This design comes from an exercise in tuning for small area on the open sky130 flow, not from production work. RTL that was checked went through simulation tests only; none was proved equivalent to the original. Power figures rest on the tool's default switching activity, not on a simulated workload.

Setup of job 289:
// ks_out_process
module ks_out_process #(
  parameter int OP_W          = ks_out_pkg::DEF_OP_W,
  parameter int LWE_COEF_W    = ks_out_pkg::DEF_LWE_COEF_W,
  parameter int CORR_W        = ks_out_pkg::DEF_CORR_W,
  parameter int LBX           = ks_out_pkg::DEF_LBX,
  parameter int LWE_K         = ks_out_pkg::DEF_LWE_K,
  parameter int BATCH_PBS_NB  = ks_out_pkg::DEF_BATCH_PBS_NB,
  parameter int USE_MEAN_COMP = ks_out_pkg::DEF_USE_MEAN_COMP
) (
  input  logic                     clk,
  input  logic                     s_rst_n,
  input  logic [LBX-1:0][OP_W-1:0] mult_data_i,
  input  logic [LBX-1:0]           mult_avail_i,
  input  logic [LBX-1:0]           mult_last_pbs_i,
  input  logic [OP_W-1:0]          body_data_i,
  input  logic                     body_vld_i,
  output logic                     body_rdy_o,
  input  logic                     restart_i,
  output logic [LWE_COEF_W-1:0]    lwe_coef_o,
  output logic [CORR_W-1:0]        lwe_corr_o,
  output logic                     lwe_vld_o,
  input  logic                     lwe_rdy_i,
  output logic                     loop_done_o,
  output logic                     ksk_rd_inc_o,
  output logic                     body_wr_o,
  output logic [OP_W-1:0]          body_wr_data_o
);
  localparam int DEPTH0 = 6;
  localparam int DEPTH1 = 7;
  localparam int OCNT_W = 4;
  logic                  restart_q;
  logic                  ksk_inc_s0;
  logic [1:0]            set;
  logic                  col_end;
  logic                  in_mask;
  logic                  in_body;
  logic [2:0]            vis;
  logic [2:0]            lcnt0;
  logic [2:0]            lcnt1;
  logic                  mg_lane;
  logic [1:0]            mg_cnt;
  logic [1:0]            rd_cnt;
  logic                  mg_vld;
  logic                  mg0, mg1;
  logic                  mg_last0, mg_last1;
  logic [OCNT_W-1:0]     ocnt;
  logic                  take;
  logic                  rd_lane;
  logic                  rd_set;
  ...
Size: roughly 1500 cells after synthesis, about 590 flip-flops, about 170 I/O pins, roughly 0.022 mm2 of cells after synthesis.
==> flow/config.mk <==
export PLATFORM = sky130hd
export DESIGN_NAME = ks_out_process
export DESIGN_NICKNAME = ks_out_process
export VERILOG_FILES = /design/flow/design.v
export SDC_FILE = /design/flow/constraint.sdc
export NUM_CORES = 4
export LEC_CHECK = 0
export CAP_MARGIN = 0
export CORE_MARGIN = 2
export CORE_UTILIZATION = 60
export GPL_TIMING_DRIVEN = 0
export PLACE_DENSITY = 0.7
export SLEW_MARGIN = 0
==> flow/constraint.sdc <==
create_clock -name core_clock -period 5.0 [get_ports {clk}]
set_input_delay 1.0000 -clock core_clock [delete_from_list [all_inputs] [get_ports {clk}]]
set_output_delay 1.0000 -clock core_clock [all_outputs]
set_load 0.01 [all_outputs]
standard.sh (not shown) runs the stock make flow with config.mk's settings and CLKGATE_MAP_FILE= SYNTH_SCRIPT=/design/flow/synth_recipe.tcl, a recipe that flattens the netlist after the stock synthesis.
==> flow/flow/run.sh <==
#!/bin/bash
# The standard layout (standard.sh), with two changes:
#  - the port buffers are plain buf_1 cells
#  - clock tree synthesis adds no dummy loads
set -euo pipefail
export BUFFER_PORTS_ARGS="-buffer_cell sky130_fd_sc_hd__buf_1"
export CTS_ARGS="-sink_clustering_enable -repair_clock_nets -sink_clustering_size 20 -sink_clustering_max_diameter 50 -buf_list sky130_fd_sc_hd__clkbuf_8 -dont_use_dummy_load"
bash standard.sh > standard.log 2>&1
Setup changes, job 289 to job 9465
Settings: GPL_TIMING_DRIVEN removed (was 0).
==> flow/flow/run.sh <==
#!/bin/bash
# The standard layout (standard.sh), with two changes:
#  - the port buffers are plain buf_1 cells
#  - clock tree synthesis adds no dummy loads
set -euo pipefail
export BUFFER_PORTS_ARGS="-buffer_cell sky130_fd_sc_hd__buf_1"
export CTS_ARGS="-sink_clustering_enable -repair_clock_nets -sink_clustering_size 40 -sink_clustering_max_diameter 60 -buf_list sky130_fd_sc_hd__clkbuf_16 -dont_use_dummy_load"
bash standard.sh > standard.log 2>&1
- Per the comparison of job 9465 with job 289, fraction of standard cell area that is sequential was more or less identical; static leakage went down by 0.55%.
- NOTE: total power consumption of the routed design in job 9465 exceeds that of job 289
- Between job 289 and job 9465, the flow reports placed cell area decreasing slightly.
- The worst slew margin relative to its limit of job 9465 was superior to that of job 289.
#### Input delta (job 7401 over job 9465)
==> flow/flow/run.sh <==
#!/bin/bash
# The standard layout (standard.sh), with two changes:
#  - the port buffers are plain buf_1 cells
#  - clock tree synthesis adds no dummy loads
set -euo pipefail
export BUFFER_PORTS_ARGS="-buffer_cell sky130_fd_sc_hd__buf_1"
export CTS_ARGS="-sink_clustering_enable -repair_clock_nets -sink_clustering_size 25 -sink_clustering_max_diameter 40 -buf_list sky130_fd_sc_hd__clkbuf_8 -dont_use_dummy_load"
bash standard.sh > standard.log 2>&1
## What came out
There was hardly any difference in static leakage between job 9465 and job 7401.
Est. power | job 7401 vs job 9465 | job 7401 lower
Of job 9465 and job 7401, the lower sequential cell fraction of total power belongs to job 9465.
Compared to job 9465, the routing of job 7401 uses more wire.
Cmp job 9465 and job 7401 / setup slack / higher: job 9465
Share of the core filled with cells across job 9465 and job 7401: no real change.


Another version of the RTL of ks_out_process (not shown whole).
For scale: ~1700 cells after synthesis, ~590 flip-flops, ~170 I/O pins, ~23000 um2 of cells after synthesis.
export LEC_CHECK = 0
export CAP_MARGIN = 20
export CORE_MARGIN = 2
export CORE_UTILIZATION = 40
export PLACE_DENSITY = 0.6
export SLEW_MARGIN = 20
create_clock -name core_clock -period 5.0 [get_ports {clk}]
run.sh (not shown) runs the stock make flow with config.mk's settings and CLKGATE_MAP_FILE= SYNTH_SCRIPT=/design/flow/synth_recipe.tcl, a recipe that flattens the netlist after the stock synthesis.
Stock flow here: none of the scripts above is used.
Edit:
--- a/flow/config.mk
+++ b/flow/config.mk
@@ -8,5 +8,8 @@
 export CAP_MARGIN = 20
 export CORE_MARGIN = 2
-export CORE_UTILIZATION = 40
-export PLACE_DENSITY = 0.6
+export CORE_UTILIZATION = 60
+export CTS_BUF_LIST = sky130_fd_sc_hd__clkbuf_16
+export CTS_CLUSTER_DIAMETER = 60
+export CTS_CLUSTER_SIZE = 30
+export PLACE_DENSITY = 0.7
 export SLEW_MARGIN = 20
Flip-flop and latch count stays the same.
First-iteration DRC count falls by 5.5%.
Total power is lower by 12%.
Die area falls by about 33%.
Wire length went down by about 8%.
Design area falls by about 4%.
Global-route usage climbs by 7.1 points.
No functional check of the RTL was part of any run of this note.

==> static timing again, ports no longer ideal <==
In the flow no input, the clock included, has a driving cell. The finished layouts below were timed again as built, in two steps. Step 1 assumes that a clkbuf_16 drives the clock port and a buf_2 every other input. Step 2 moves the port delays by t, midway between the first and last clock arrival at a register: inputs arrive t later, outputs are due t later. That takes back most of the time a late clock gives input paths. Three values: no drivers, after step 1, after step 2; two values: the first two.
run	shift t [ns]	slack for setup (ns)	pins driven straight from the clock port
job 289	0.672	0.141 / 0.090 / -0.077	1
job 9465	0.598	0.695 / 0.636 / 0.397	1
job 7401	0.645	0.625 / 0.573 / 0.420	1
the first run of note 2	0.666	0.219 / 0.161 / 0.133	1
the second run of note 2	0.615	0.510 / 0.452 / 0.328	1
Met with ideal ports but missed after step 2: setup timing in job 289. For job 9465, which loses most, drivers alone change the setup slack by -0.059 ns; drivers and shift together by -0.298 ns.
